Context: an optimization exercise on an open-source flow, tuned for small area. The choices shown serve that exercise and are no tape-out recipe.
At most, simulation tests tie the RTL to the original design; equivalence was not proved.
Power and IR drop assume default switching activity. The flow treats the clock pin as an ideal source, which a real chip does not have.

alpha:
// mem_responder
module mem_responder #(
  parameter int unsigned AW      = 8,
  parameter int unsigned DEPTH   = 256,
  parameter int unsigned LATENCY = 1
) (
  input  logic          clk,
  input  logic          rst,
  input  logic          if_req,
  input  logic [AW-1:0] if_addr,
  output logic          if_gnt,
  output logic          if_rvalid,
  output logic [31:0]   if_rdata,
  input  logic          d_req,
  input  logic          d_we,
  input  logic [1:0]    d_size,
  input  logic          d_signed,
  input  logic [AW-1:0] d_addr,
  input  logic [31:0]   d_wdata,
  output logic          d_gnt,
  output logic          d_rvalid,
  output logic [31:0]   d_rdata,
  output logic          d_err,
  output logic          busy
);
==> flow/config.mk <==
export PLATFORM = sky130hd
export DESIGN_NAME = mem_responder
export DESIGN_NICKNAME = mem_responder
export VERILOG_FILES = /design/flow/design.v
export SDC_FILE = /design/flow/constraint.sdc
export NUM_CORES = 8
export LEC_CHECK = 0
export CAP_MARGIN = 20
export CELL_PAD_IN_SITES_DETAIL_PLACEMENT = 0
export CELL_PAD_IN_SITES_GLOBAL_PLACEMENT = 0
export CORE_MARGIN = 2
export CORE_UTILIZATION = 75
export CTS_CLUSTER_DIAMETER = 75
export CTS_CLUSTER_SIZE = 30
export GPL_TIMING_DRIVEN = 0
export PLACE_DENSITY = 0.85
export SLEW_MARGIN = 20
export SYNTH_HIERARCHICAL = 1
export SYNTH_MINIMUM_KEEP_SIZE = 0
==> flow/constraint.sdc <==
create_clock -name core_clock -period 8.0 [get_ports {clk}]
set_input_delay 1.6000 -clock core_clock [delete_from_list [all_inputs] [get_ports {clk}]]
set_output_delay 1.6000 -clock core_clock [all_outputs]
set_load 0.01 [all_outputs]
standard.sh (not shown) runs the stock make flow with config.mk's settings and CLKGATE_MAP_FILE= SYNTH_SCRIPT=/design/flow/synth_recipe.tcl, a recipe that flattens the netlist after the stock synthesis.
==> flow/flow/run.sh <==
#!/bin/bash
# Layout flow: the standard flow (standard.sh, unchanged synthesis), with two changes to
# how the layout is built:
#   - ports are buffered with sky130_fd_sc_hd__buf_1 instead of the cell buffer_ports picks
#     by default (a delay cell);
#   - clock tree synthesis runs with the standard arguments plus -dont_use_dummy_load.
# Each tool's full output stays in the ORFS logs under orfs/logs; this script's own output
# goes to flow_run.log.
set -euo pipefail
export BUFFER_PORTS_ARGS="-buffer_cell sky130_fd_sc_hd__buf_1"
export CTS_ARGS="-sink_clustering_enable -repair_clock_nets -sink_clustering_size 30 -sink_clustering_max_diameter 75 -dont_use_dummy_load -buf_list sky130_fd_sc_hd__buf_12"
bash standard.sh > flow_run.log 2>&1
The inputs of beta differ from those of alpha as listed below.
diff --git a/flow/flow/run.sh b/flow/flow/run.sh
--- a/flow/flow/run.sh
+++ b/flow/flow/run.sh
@@ -10,3 +10,3 @@
 export BUFFER_PORTS_ARGS="-buffer_cell sky130_fd_sc_hd__buf_1"
-export CTS_ARGS="-sink_clustering_enable -repair_clock_nets -sink_clustering_size 30 -sink_clustering_max_diameter 75 -dont_use_dummy_load -buf_list sky130_fd_sc_hd__buf_12"
+export CTS_ARGS="-sink_clustering_enable -repair_clock_nets -sink_clustering_size 30 -sink_clustering_max_diameter 75 -dont_use_dummy_load"
 bash standard.sh > flow_run.log 2>&1
[summary]
beta finished every step from synthesis to the final layout, and the layout passed the timing, DRC and antenna checks.
There was hardly any difference in share of flip-flops with an asynchronous set or reset after synthesis between beta and alpha.
Compared to alpha, beta has proportion of power drawn by the clock network 0.7 points higher.
Quantity of I/O buffers inserted on ports across alpha and beta: no real change.
Any difference in area fraction in and, or, nand and nor cells after synthesis between alpha and beta is small enough to ignore.
#### Input delta (gamma over beta)
Settings: CTS_CLUSTER_DIAMETER: 75 -> 60.
diff --git a/flow/flow/run.sh b/flow/flow/run.sh
--- a/flow/flow/run.sh
+++ b/flow/flow/run.sh
@@ -10,3 +10,3 @@
 export BUFFER_PORTS_ARGS="-buffer_cell sky130_fd_sc_hd__buf_1"
-export CTS_ARGS="-sink_clustering_enable -repair_clock_nets -sink_clustering_size 30 -sink_clustering_max_diameter 75 -dont_use_dummy_load"
+export CTS_ARGS="-sink_clustering_enable -repair_clock_nets -sink_clustering_size 30 -sink_clustering_max_diameter 60 -dont_use_dummy_load"
 bash standard.sh > flow_run.log 2>&1
Notes after the runs:
On global-route usage, gamma tracks beta almost exactly.
Share of total power in the clock network was lower in beta than in gamma.
On leakage power of the design: gamma sits above beta.
Final worst setup slack: gamma vs beta up 0.22 ns
Sequential share of layout area ends up higher on beta.
gamma vs beta: post-layout total power up slightly
Relative to gamma, the following input files were edited for delta:
Settings: CTS_CLUSTER_DIAMETER: 60 -> 75.
==> flow/flow/run.sh <==
#!/bin/bash
# Layout flow: the standard flow (standard.sh, unchanged synthesis), with two changes to
# how the layout is built:
#   - ports are buffered with sky130_fd_sc_hd__buf_1 instead of the cell buffer_ports picks
#     by default (a delay cell);
#   - clock tree synthesis builds the tree from sky130_fd_sc_hd__buf_12, clusters of up to 30
#     sinks within 75 um, and inserts no dummy loads.
# Each tool's full output stays in the ORFS logs under orfs/logs; this script's own output
# goes to flow_run.log.
set -euo pipefail
export BUFFER_PORTS_ARGS="-buffer_cell sky130_fd_sc_hd__buf_1"
export CTS_ARGS="-sink_clustering_enable -repair_clock_nets -sink_clustering_size 30 -sink_clustering_max_diameter 75 -dont_use_dummy_load -buf_list sky130_fd_sc_hd__buf_12"
bash standard.sh > flow_run.log 2>&1
Results
gamma: all stages complete, timing, DRC and antenna checks passed
The flow did not stop early for delta: all stages ran, and the layout cleared the timing, DRC and antenna checks.
Of the two candidates, gamma has the better fmax and delta the worse one.
On combinational power, delta and gamma are neck and neck.
[delta] final cell count fell 18 relative to gamma
In the metrics for delta and gamma, the one carrying the higher share of cells above drive strength 1 is gamma.
Flip-flop and latch count came out exactly the same in delta and gamma.
NOTE: portion of the clock cycle consumed by the worst path in the final layout in delta exceeds that of gamma
From delta to gamma, number of non-clock buffers did not move at all.
Delta (delta minus gamma): total power of the final layout fell about 2.2%; slack of the critical path decreased by 0.16 ns relative to the old numbers.
The final reports for delta and gamma show final-layout clock buffer total lower in the former.

* * *

Another version of the RTL of mem_responder (not shown whole).
For scale: roughly 2100 flip-flops, roughly 130 I/O pins, ~56000 sq um of cells after synthesis.
// mem_responder
module mem_responder #(
  parameter int unsigned AW      = 8,
  parameter int unsigned DEPTH   = 256,
  parameter int unsigned LATENCY = 1
) (
  input  logic          clk,
  input  logic          rst,
  input  logic          if_req,
  input  logic [AW-1:0] if_addr,
  output logic          if_gnt,
  output logic          if_rvalid,
  output logic [31:0]   if_rdata,
  input  logic          d_req,
  input  logic          d_we,
  input  logic [1:0]    d_size,
  input  logic          d_signed,
  input  logic [AW-1:0] d_addr,
  input  logic [31:0]   d_wdata,
  output logic          d_gnt,
  output logic          d_rvalid,
  output logic [31:0]   d_rdata,
  output logic          d_err,
  output logic          busy
);
export LEC_CHECK = 0
export CAP_MARGIN = 20
export CELL_PAD_IN_SITES_DETAIL_PLACEMENT = 0
export CELL_PAD_IN_SITES_GLOBAL_PLACEMENT = 0
export CORE_MARGIN = 2
export CORE_UTILIZATION = 75
export CTS_CLUSTER_DIAMETER = 60
export CTS_CLUSTER_SIZE = 30
export GPL_TIMING_DRIVEN = 0
export PLACE_DENSITY = 0.85
export SLEW_MARGIN = 20
export SYNTH_HIERARCHICAL = 1
export SYNTH_MINIMUM_KEEP_SIZE = 0
create_clock -name core_clock -period 8.0 [get_ports {clk}]
==> flow/flow/run.sh <==
#!/bin/bash
# Layout flow: the standard flow (standard.sh, unchanged synthesis), with two changes to
# how the layout is built:
#   - ports are buffered with sky130_fd_sc_hd__buf_1 instead of the cell buffer_ports picks
#     by default (a delay cell);
#   - clock tree synthesis runs with the standard arguments plus -dont_use_dummy_load.
# Each tool's full output stays in the ORFS logs under orfs/logs; this script's own output
# goes to flow_run.log.
set -euo pipefail
export BUFFER_PORTS_ARGS="-buffer_cell sky130_fd_sc_hd__buf_1"
export CTS_ARGS="-sink_clustering_enable -repair_clock_nets -sink_clustering_size 30 -sink_clustering_max_diameter 60 -dont_use_dummy_load"
bash standard.sh > flow_run.log 2>&1
The baseline finished clean.
Change:
- SETUP_SLACK_MARGIN: default -> 0.2
Setup slack improves by 34 ps.
Clock skew went up by 5.1 ps.
Global-route usage barely changes.
Cell area hardly moves.
Routed wire length hardly moves.
Utilization stays flat.
Total power hardly moves.
Count of clock-buffer cells in the layout stays the same.
Area after synthesis does not change.
Worst hold slack is about the same.
No run of this note included a check of the RTL's function; only the layout flow was run.

* * *

== the baseline ==
mem_responder, a different RTL version from the one above (not shown whole).
Size in the first run: ~57000 µm² of cells after synthesis.
Settings: LEC_CHECK=0, CAP_MARGIN=20, CELL_PAD_IN_SITES_DETAIL_PLACEMENT=0, CELL_PAD_IN_SITES_GLOBAL_PLACEMENT=0, CORE_MARGIN=2, CORE_UTILIZATION=85, CTS_CLUSTER_DIAMETER=60, CTS_CLUSTER_SIZE=30, GPL_TIMING_DRIVEN=0, PLACE_DENSITY=0.92, SLEW_MARGIN=20, SYNTH_HIERARCHICAL=1, SYNTH_MINIMUM_KEEP_SIZE=0; clock period 8.0 ns.
==> flow/flow/run.sh <==
#!/bin/bash
# Layout flow: the standard flow (standard.sh, unchanged synthesis), with two changes to
# how the layout is built:
#   - ports are buffered with sky130_fd_sc_hd__buf_2 instead of the cell buffer_ports picks
#     by default (a delay cell);
#   - clock tree synthesis runs with the standard arguments plus -dont_use_dummy_load.
# Each tool's full output stays in the ORFS logs under orfs/logs; this script's own output
# goes to flow_run.log.
set -euo pipefail
export BUFFER_PORTS_ARGS="-buffer_cell sky130_fd_sc_hd__buf_2"
export CTS_ARGS="-sink_clustering_enable -repair_clock_nets -sink_clustering_size 30 -sink_clustering_max_diameter 60 -dont_use_dummy_load"
bash standard.sh > flow_run.log 2>&1
The baseline did not finish: a tool error stopped it during global routing (5_1_grt).
Edits applied to the flow inputs when going from the baseline to the candidate:
Settings: PLACE_DENSITY now 0.85, was 0.92; CORE_UTILIZATION now 75, was 85.
==> comparison <==
- In summary, the candidate completed successfully, with a layout that passed the timing, DRC and antenna checks.
- Area share of xor/xnor cells in the synthesized design: the baseline vs the candidate identical
- Diff the baseline -> the candidate: placement-stage worst setup slack up 0.096 ns; floorplan row count up 6; synthesized area comparable.
- The higher weighted congestion reported at the end of routability-driven placement of the candidate and the baseline is in the baseline.
- Synthesis-stage register bit count: the baseline vs the candidate identical
- The candidate vs. the baseline: starting density of the core decreased 10 points, post-synthesis share of cell area spent on full adders, half adders and majority gates now sits at about the same level, post-CTS setup buffer count saw little to no change.

[what the ideal ports hide]
The results above use ideal ports. As a check the final layouts listed here were re-extracted and re-timed, cells and wires unchanged. Step 1 sets driving cells, clkbuf_16 on the clock port and buf_2 on the other inputs (assumed; they add their load-dependent delay and slew). Step 2 also shifts input and output timing later by t, the mid clock arrival at the registers, as if the neighbouring blocks saw the same clock. a / b / c = no drivers / after step 1 / after step 2; a / b = the first two.
| run | shift t [ns] | setup slack, ns | hold WS [ns] |
|---|---|---|---|
| alpha | 0.703 | 0.801 / 0.727 / 1.430 | 0.297 / 0.297 / 0.297 |
| beta | 0.746 | 0.737 / 0.663 / 1.409 | 0.309 / 0.309 / 0.309 |
| gamma | 0.748 | 0.961 / 0.889 / 1.637 | 0.283 / 0.283 / 0.283 |
| delta | 0.703 | 0.801 / 0.727 / 1.430 | 0.297 / 0.297 / 0.297 |
| the first run of note 2 | 0.742 | 0.175 / 0.101 / 0.844 | 0.297 / 0.297 / 0.297 |
| the second run of note 2 | 0.741 | 0.209 / 0.135 / 0.876 | 0.295 / 0.295 / 0.295 |
| the candidate | 0.755 | 0.472 / 0.397 / 1.152 | 0.261 / 0.261 / 0.261 |
After both steps every run listed still meets setup and hold.
